What follows belongs to an exercise in optimizing a design on an open flow for small area; a production flow would make more cautious choices.
The RTL was checked by simulation tests, not by an equivalence proof against the original design.
Power figures rest on the tool's default switching activity, not on a simulated workload.

## before
// led_ring_buffer_shift_driver_unit
module led_ring_buffer_shift_driver_unit (
   input  wire logic                       clock,
   input  wire logic                       reset,
   input  wire logic                       start,
   output logic                            busy,
   input  wire logic [3:0]                 req_op,
   input  wire logic [lrb_pkg::SecW-1:0]   req_section,
   input  wire logic [7:0]                 req_data_byte,
   input  wire logic [lrb_pkg::LedW-1:0]   req_led_number,
   input  wire logic                       req_direction,
   input  wire logic [5:0]                 req_steps,
   input  wire logic                       req_do_refresh,
   input  wire logic [lrb_pkg::RingW-1:0]  req_wheel_bits,
   output logic                            rsp_valid,
   output logic                            rsp_kind,
   output logic                            rsp_serial_bit,
   output logic                            rsp_latch_enable,
   output logic [7:0]                      rsp_read_data,
   output logic                            rsp_last
);
   localparam logic [1:0] ST_IDLE = 2'd0, ST_SHIFT = 2'd1, ST_ASEC = 2'd2, ST_ALED = 2'd3;
   logic [39:0] ring_ff;
   logic [7:0]  sec0_ff;
   logic [2:0]  q_ff;
   logic [5:0]  cnt_ff;
   logic [1:0]  st_ff;
   logic        enable_ff;
   logic        idle, shift, apply, last_bit, phase2;
   logic        op_wr, op_or, op_and, op_load, op_set, op_rot, op_rsec, op_rled, op_clr, op_ref;
   logic        led_op, led_ok, sec_ok, tgt_ring, tgt_sec0, ring_access, top_write, sec0_write;
   logic [2:0]  led_sec, tgt, m, q_next;
   logic [7:0]  keep_b, set_b, mask;
   logic [5:0]  amt;
   logic [39:0] r0, r1, r2, r3, r4, r5, r6;
   logic        tap_bit;
   logic        zl, ld;
   logic [7:0]  kk, ss;
   always_comb begin
      idle     = (st_ff == ST_IDLE);
      shift    = (st_ff == ST_SHIFT);
      apply    = idle & start;
      last_bit = (cnt_ff == 6'd47);
      phase2   = cnt_ff[5] & cnt_ff[3];    
      op_wr   = (req_op == 4'd0);
      op_or   = (req_op == 4'd1);
      op_and  = (req_op == 4'd2);
      op_load = (req_op == 4'd3);
      op_set  = (req_op == 4'd4);
      op_rot  = (req_op == 4'd5);
      op_rsec = (req_op == 4'd6);
      op_rled = (req_op == 4'd7);
      op_clr  = (req_op == 4'd8);
      op_ref  = (req_op == 4'd9);
      case (req_led_number[5:3])
         3'd0:    led_sec = 3'd3;
  ...
Size in the first run: about 610 cells after synthesis.
==> module led_ring_buffer_shift_driver_unit, before the edit <==
module led_ring_buffer_shift_driver_unit (
   input  wire logic                       clock,
   input  wire logic                       reset,
   input  wire logic                       start,
   output logic                            busy,
   input  wire logic [3:0]                 req_op,
   input  wire logic [lrb_pkg::SecW-1:0]   req_section,
   input  wire logic [7:0]                 req_data_byte,
   input  wire logic [lrb_pkg::LedW-1:0]   req_led_number,
   input  wire logic                       req_direction,
   input  wire logic [5:0]                 req_steps,
   input  wire logic                       req_do_refresh,
   input  wire logic [lrb_pkg::RingW-1:0]  req_wheel_bits,
   output logic                            rsp_valid,
   output logic                            rsp_kind,
   output logic                            rsp_serial_bit,
   output logic                            rsp_latch_enable,
   output logic [7:0]                      rsp_read_data,
   output logic                            rsp_last
);
   localparam logic [1:0] ST_IDLE = 2'd0, ST_SHIFT = 2'd1, ST_ASEC = 2'd2, ST_ALED = 2'd3;
   logic [39:0] ring_ff;
   logic [7:0]  sec0_ff;
   logic [2:0]  q_ff;
   logic [5:0]  cnt_ff;
   logic [1:0]  st_ff;
   logic        enable_ff;
   logic        idle, shift, apply, last_bit, phase2;
   logic        op_wr, op_or, op_and, op_load, op_set, op_rot, op_rsec, op_rled, op_clr, op_ref;
   logic        led_op, led_ok, sec_ok, tgt_ring, tgt_sec0, ring_access, top_write, sec0_write;
   logic [2:0]  led_sec, tgt, m, q_next;
   logic [7:0]  keep_b, set_b, mask;
   logic [5:0]  amt;
   logic [39:0] r0, r1, r2, r3, r4, r5, r6;
   logic        tap_bit;
   logic        zl, ld;
   logic [7:0]  kk, ss;
   always_comb begin
      idle     = (st_ff == ST_IDLE);
      shift    = (st_ff == ST_SHIFT);
      apply    = idle & start;
      last_bit = (cnt_ff == 6'd47);
      phase2   = cnt_ff[5] & cnt_ff[3];    
      op_wr   = (req_op == 4'd0);
      op_or   = (req_op == 4'd1);
      op_and  = (req_op == 4'd2);
      op_load = (req_op == 4'd3);
      op_set  = (req_op == 4'd4);
      op_rot  = (req_op == 4'd5);
      op_rsec = (req_op == 4'd6);
      op_rled = (req_op == 4'd7);
      op_clr  = (req_op == 4'd8);
      op_ref  = (req_op == 4'd9);
      case (req_led_number[5:3])
         3'd0:    led_sec = 3'd3;
         3'd1:    led_sec = 3'd2;
         3'd2:    led_sec = 3'd1;
         3'd3:    led_sec = 3'd5;
         3'd4:    led_sec = 3'd4;
         default: led_sec = 3'd0;
      endcase
      led_ok = (req_led_number < 6'd40);
      sec_ok = (req_section < 3'd6);
      mask   = 8'h80 >> req_led_number[2:0];
      led_op   = op_set | op_rled;
      tgt      = led_op ? led_sec : req_section;
      tgt_ring = led_op ? led_ok : (sec_ok && req_section != 3'd0);
      tgt_sec0 = !led_op && (req_section == 3'd0);
      ring_access = apply & tgt_ring & (op_wr | op_or | op_and | op_set | op_rsec | op_rled);
      top_write   = apply & ~reset & tgt_ring & (op_wr | op_or | op_and | op_set);
      sec0_write  = apply & tgt_sec0 & (op_wr | op_or | op_and);
      keep_b = op_or ? 8'hFF : op_and ? req_data_byte : op_set ? ~mask : 8'h00;
      set_b  = (op_wr | op_or) ? req_data_byte :
               (op_set & (req_data_byte != 8'h00)) ? mask : 8'h00;
      m = 3'((4'd5 - {1'b0, tgt} + {1'b0, q_ff}) % 4'd5);
      q_next = (tgt == 3'd5) ? 3'd0 : tgt;
      if (apply && op_rot)
         amt = req_direction ? req_steps : (req_steps <= 6'd40) ? 6'd40 - req_steps : 6'd16 - req_steps;
      else if (ring_access)
         amt = {m, 3'd0};
      else if (shift && !phase2)
         amt = 6'd1;
      else
         amt = 6'd0;
      zl = reset | (apply & (op_clr | op_load));
      ld = apply & op_load & ~reset;
      r0 = ring_ff;
      for (int i = 0; i < 40; i++)
         r1[i] = (amt[0] & ~zl & r0[(i + 40 - 1) % 40]) | (~amt[0] & ~zl & r0[i]) |
                 (ld & req_wheel_bits[i]);
      for (int i = 0; i < 40; i++) r2[i] = amt[1] ? r1[(i + 40 - 2)  % 40] : r1[i];
      for (int i = 0; i < 40; i++) r3[i] = amt[2] ? r2[(i + 40 - 4)  % 40] : r2[i];
      for (int i = 0; i < 40; i++) r4[i] = amt[3] ? r3[(i + 40 - 8)  % 40] : r3[i];
      for (int i = 0; i < 40; i++) r5[i] = amt[4] ? r4[(i + 40 - 16) % 40] : r4[i];
      kk = top_write ? keep_b : 8'hFF;
      ss = top_write ? set_b : 8'h00;
      for (int i = 0; i < 32; i++) r6[i] = amt[5] ? r5[i + 8] : r5[i];
      for (int i = 32; i < 40; i++)
         r6[i] = (amt[5] & kk[i-32] & r5[i - 32]) | (~amt[5] & kk[i-32] & r5[i]) | ss[i-32];
      case (q_ff)
         3'd0:    tap_bit = ring_ff[39];
         3'd1:    tap_bit = ring_ff[31];
         3'd2:    tap_bit = ring_ff[23];
         3'd3:    tap_bit = ring_ff[15];
         default: tap_bit = ring_ff[7];
      endcase
   end
   always_ff @(posedge clock) begin
      ring_ff <= r6;
      if (reset || (apply && op_clr))
         sec0_ff <= '0;
      else if (sec0_write)
         sec0_ff <= (sec0_ff & keep_b) | set_b;
      else if (shift)
         sec0_ff <= {sec0_ff[6:0], sec0_ff[7]};
      if (reset || (apply && op_load))
         q_ff <= 3'd0;
      else if (ring_access)
         q_ff <= q_next;
   end
   always_ff @(posedge clock) begin
      if (apply) begin
         if (op_rsec)
            cnt_ff <= {1'b0, tgt_sec0, !tgt_ring && !tgt_sec0, 3'd0};
         else if (op_rled)
            cnt_ff <= {2'b00, !led_ok, req_led_number[2:0]};
         else
            cnt_ff <= 6'd0;
      end else begin
         cnt_ff <= cnt_ff + 6'd1;
      end
   end
   always_ff @(posedge clock) begin
      if (reset) begin
         st_ff     <= ST_IDLE;
         enable_ff <= 1'b0;
      end else begin
         if (shift & last_bit) enable_ff <= 1'b1;
         if (apply) begin
            if (op_rsec)
               st_ff <= ST_ASEC;
            else if (op_rled)
               st_ff <= ST_ALED;
            else if (op_load | op_clr | op_ref |
                     ((op_wr | op_or | op_and | op_set | op_rot) & req_do_refresh))
               st_ff <= ST_SHIFT;
         end else if (!shift | last_bit) begin
            st_ff <= ST_IDLE;
         end
      end
   end
   logic [7:0] top;
   always_comb begin
      top              = ring_ff[39:32];
      busy             = !idle;
      rsp_valid        = !idle;
      rsp_kind         = st_ff[1];
      rsp_serial_bit   = shift & (phase2 ? sec0_ff[7] : tap_bit);
      rsp_latch_enable = shift ? last_bit : enable_ff;
      rsp_last         = st_ff[1] | (shift & last_bit);
      if (st_ff == ST_ASEC)
         rsp_read_data = cnt_ff[3] ? 8'h00 : cnt_ff[4] ? sec0_ff : top;
      else if (st_ff == ST_ALED)
         rsp_read_data = {7'd0, !cnt_ff[3] & top[3'd7 - cnt_ff[2:0]]};
      else
         rsp_read_data = 8'h00;
   end
endmodule
==> flow/config.mk <==
export PLATFORM = sky130hd
export DESIGN_NAME = led_ring_buffer_shift_driver_unit
export DESIGN_NICKNAME = led_ring_buffer_shift_driver_unit
export VERILOG_FILES = /design/flow/design.v
export SDC_FILE = /design/flow/constraint.sdc
export NUM_CORES = 4
export LEC_CHECK = 0
export ABC_AREA = 1
export CAP_MARGIN = 20
export CORE_MARGIN = 2
export CORE_UTILIZATION = 45
export SLEW_MARGIN = 20
==> flow/constraint.sdc <==
create_clock -name core_clock -period 5.5 [get_ports {clock}]
set_input_delay 1.1000 -clock core_clock [delete_from_list [all_inputs] [get_ports {clock}]]
set_output_delay 1.1000 -clock core_clock [all_outputs]
set_load 0.01 [all_outputs]
standard.sh (not shown) runs the stock make flow with config.mk's settings and CLKGATE_MAP_FILE= SYNTH_SCRIPT=/design/flow/synth_recipe.tcl, a recipe that flattens the netlist after the stock synthesis.
==> flow/flow/run.sh <==
#!/bin/bash
# Own flow: the standard synthesis; then the combinational logic between
# the registers is mapped again by ABC for area with each recipe in
# flow/area*.abc, keeping every register cell and its name, and the smallest
# netlist is laid out by the standard flow from floorplan to finish.
set -euo pipefail
W=$(pwd)
R=$W/orfs/results/$FLOW_PLATFORM/led_ring_buffer_shift_driver_unit/base
L=$W/orfs/logs/$FLOW_PLATFORM/led_ring_buffer_shift_driver_unit/base
O=$W/orfs/objects/$FLOW_PLATFORM/led_ring_buffer_shift_driver_unit/base

bash standard.sh synth > $W/synth_standard.log 2>&1

LIB=$(ls $FLOW_HOME/platforms/$FLOW_PLATFORM/lib/sky130_fd_sc_hd__tt_025C_1v80.lib)
DU=$(grep -m1 -o -- '-dont_use .* -constr' $L/1_2_yosys.log | sed 's/ -constr$//')
cp $R/1_2_yosys.v $W/standard_1_2_yosys.v

best=""
best_area=""
for script in $W/flow/area*.abc; do
   n=$(basename $script .abc)
   if ! timeout 600 yosys -p "
read_liberty -ignore_miss_func $LIB
read_verilog -overwrite $W/standard_1_2_yosys.v
hierarchy -top $FLOW_TOP
setattr -mod -set keep_hierarchy 1 sky130_fd_sc_hd__df* sky130_fd_sc_hd__edf* sky130_fd_sc_hd__sdf* sky130_fd_sc_hd__dl*
setattr -mod -set keep_hierarchy 1 sky130_fd_sc_hd__conb_1
flatten -noscopeinfo
rename -hide w:*.*
opt_clean
select $FLOW_TOP
abc -script $script -liberty $LIB $DU -constr $O/abc.constr -D 5500
read_liberty -lib -ignore_redef $LIB
setundef -zero
splitnets
opt_clean
hilomap -singleton -hicell sky130_fd_sc_hd__conb_1 HI -locell sky130_fd_sc_hd__conb_1 LO
opt_clean
tee -o $W/remap_${n}_stat.txt stat -liberty $LIB
check -assert -mapped
write_verilog -noattr -nohex -nodec -selected $W/remap_${n}.v
" > $W/remap_${n}_yosys.log 2>&1; then
      echo "$n failed" >> $W/remap_choice.txt
      continue
   fi
   a=$(grep 'Chip area for module' $W/remap_${n}_stat.txt | awk '{print $NF}')
   echo "$n $a" >> $W/remap_choice.txt
   if [[ -z "$best" ]] || awk -v a="$a" -v b="$best_area" 'BEGIN { exit !(a < b) }'; then
      best=$n
      best_area=$a
   fi
done
echo "chosen $best $best_area" >> $W/remap_choice.txt
[[ -n "$best" ]]

cp $W/remap_${best}.v $R/1_2_yosys.v
# No setup repair at floorplan, before the high-fanout nets are buffered:
# that only upsizes their drivers. Timing is repaired after placement.
export REMOVE_ABC_BUFFERS=1
# Port buffers: the smallest buffer instead of the default pick. Clock tree:
# small clock buffers and no dummy loads.
export BUFFER_PORTS_ARGS="-buffer_cell sky130_fd_sc_hd__buf_1"
export CTS_ARGS="-sink_clustering_enable -repair_clock_nets -dont_use_dummy_load -buf_list {sky130_fd_sc_hd__clkbuf_1 sky130_fd_sc_hd__clkbuf_2 sky130_fd_sc_hd__clkbuf_4}"
bash standard.sh finish > $W/layout_standard.log 2>&1
Other scripts of this flow, unchanged in this note and not shown: flow/flow/area1.abc, flow/flow/area2.abc, flow/flow/area4.abc, flow/flow/area5.abc, flow/flow/area6.abc, flow/flow/area7.abc, flow/flow/area8.abc
Changes in after relative to before:
--- a/flow/design.v
+++ b/flow/design.v
@@ -56,7 +56,6 @@
    logic [39:0] r0, r1, r2, r3, r4, r5, r6;
    logic        tap_bit;
    logic        zl, ld;
-   logic [7:0]  kk, ss;
    always_comb begin
       idle     = (st_ff == ST_IDLE);
       shift    = (st_ff == ST_SHIFT);
@@ -114,11 +113,7 @@
       for (int i = 0; i < 40; i++) r3[i] = amt[2] ? r2[(i + 40 - 4)  % 40] : r2[i];
       for (int i = 0; i < 40; i++) r4[i] = amt[3] ? r3[(i + 40 - 8)  % 40] : r3[i];
       for (int i = 0; i < 40; i++) r5[i] = amt[4] ? r4[(i + 40 - 16) % 40] : r4[i];
-      kk = top_write ? keep_b : 8'hFF;
-      ss = top_write ? set_b : 8'h00;
-      for (int i = 0; i < 32; i++) r6[i] = amt[5] ? r5[i + 8] : r5[i];
-      for (int i = 32; i < 40; i++)
-         r6[i] = (amt[5] & kk[i-32] & r5[i - 32]) | (~amt[5] & kk[i-32] & r5[i]) | ss[i-32];
+      for (int i = 0; i < 40; i++) r6[i] = amt[5] ? r5[(i + 40 - 32) % 40] : r5[i];
       case (q_ff)
          3'd0:    tap_bit = ring_ff[39];
          3'd1:    tap_bit = ring_ff[31];
@@ -128,7 +123,10 @@
       endcase
    end
    always_ff @(posedge clock) begin
-      ring_ff <= r6;
+      if (top_write)
+         ring_ff <= {(r6[39:32] & keep_b) | set_b, r6[31:0]};
+      else
+         ring_ff <= r6;
       if (reset || (apply && op_clr))
          sec0_ff <= '0;
       else if (sec0_write)
Notes after the runs:
Compared with before, in after final instance area has increased, clock network power share fell by 1.6 points, core utilization climbed 0.65 points, post-synthesis instance area rose 0.70%. As far as total inserted antenna cells goes, after and before are indistinguishable; the numbers are identical. The run showing the smaller critical path depth is after.

static timing again, ports no longer ideal:
Ports are ideal in the flow. The routed layouts listed here were re-timed in OpenROAD. Step 1 (the two cells are an assumption about what drives the block):
set clk [get_ports {clock}]
set_driving_cell -lib_cell sky130_fd_sc_hd__clkbuf_16 $clk
set_driving_cell -lib_cell sky130_fd_sc_hd__buf_2 [delete_from_list [all_inputs] $clk]
Step 2 also shifts input and output timing later by t, the mid clock arrival at the registers, as if the neighbouring blocks saw the same clock. Three values: ideal, step 1, step 2; two values: the first two.
| run | t (ns) | slack for setup (ns) | hold slack, ns | worst register clock-pin slew, ns | worst slew at a driven data input, ns |
|---|---|---|---|---|---|
| before | 0.455 | 0.453 / 0.463 / 0.008 | 0.446 / 0.446 / 0.446 | 0.10 / 0.10 | 0.04 |
| after | 0.448 | 0.562 / 0.562 / 0.115 | 0.442 / 0.442 / 0.442 | 0.11 / 0.11 | 0.04 |
After both steps every run listed still meets setup and hold. The setup slack of after, which loses most, moves by 0.000 ns with the drivers and by -0.447 ns with both steps.
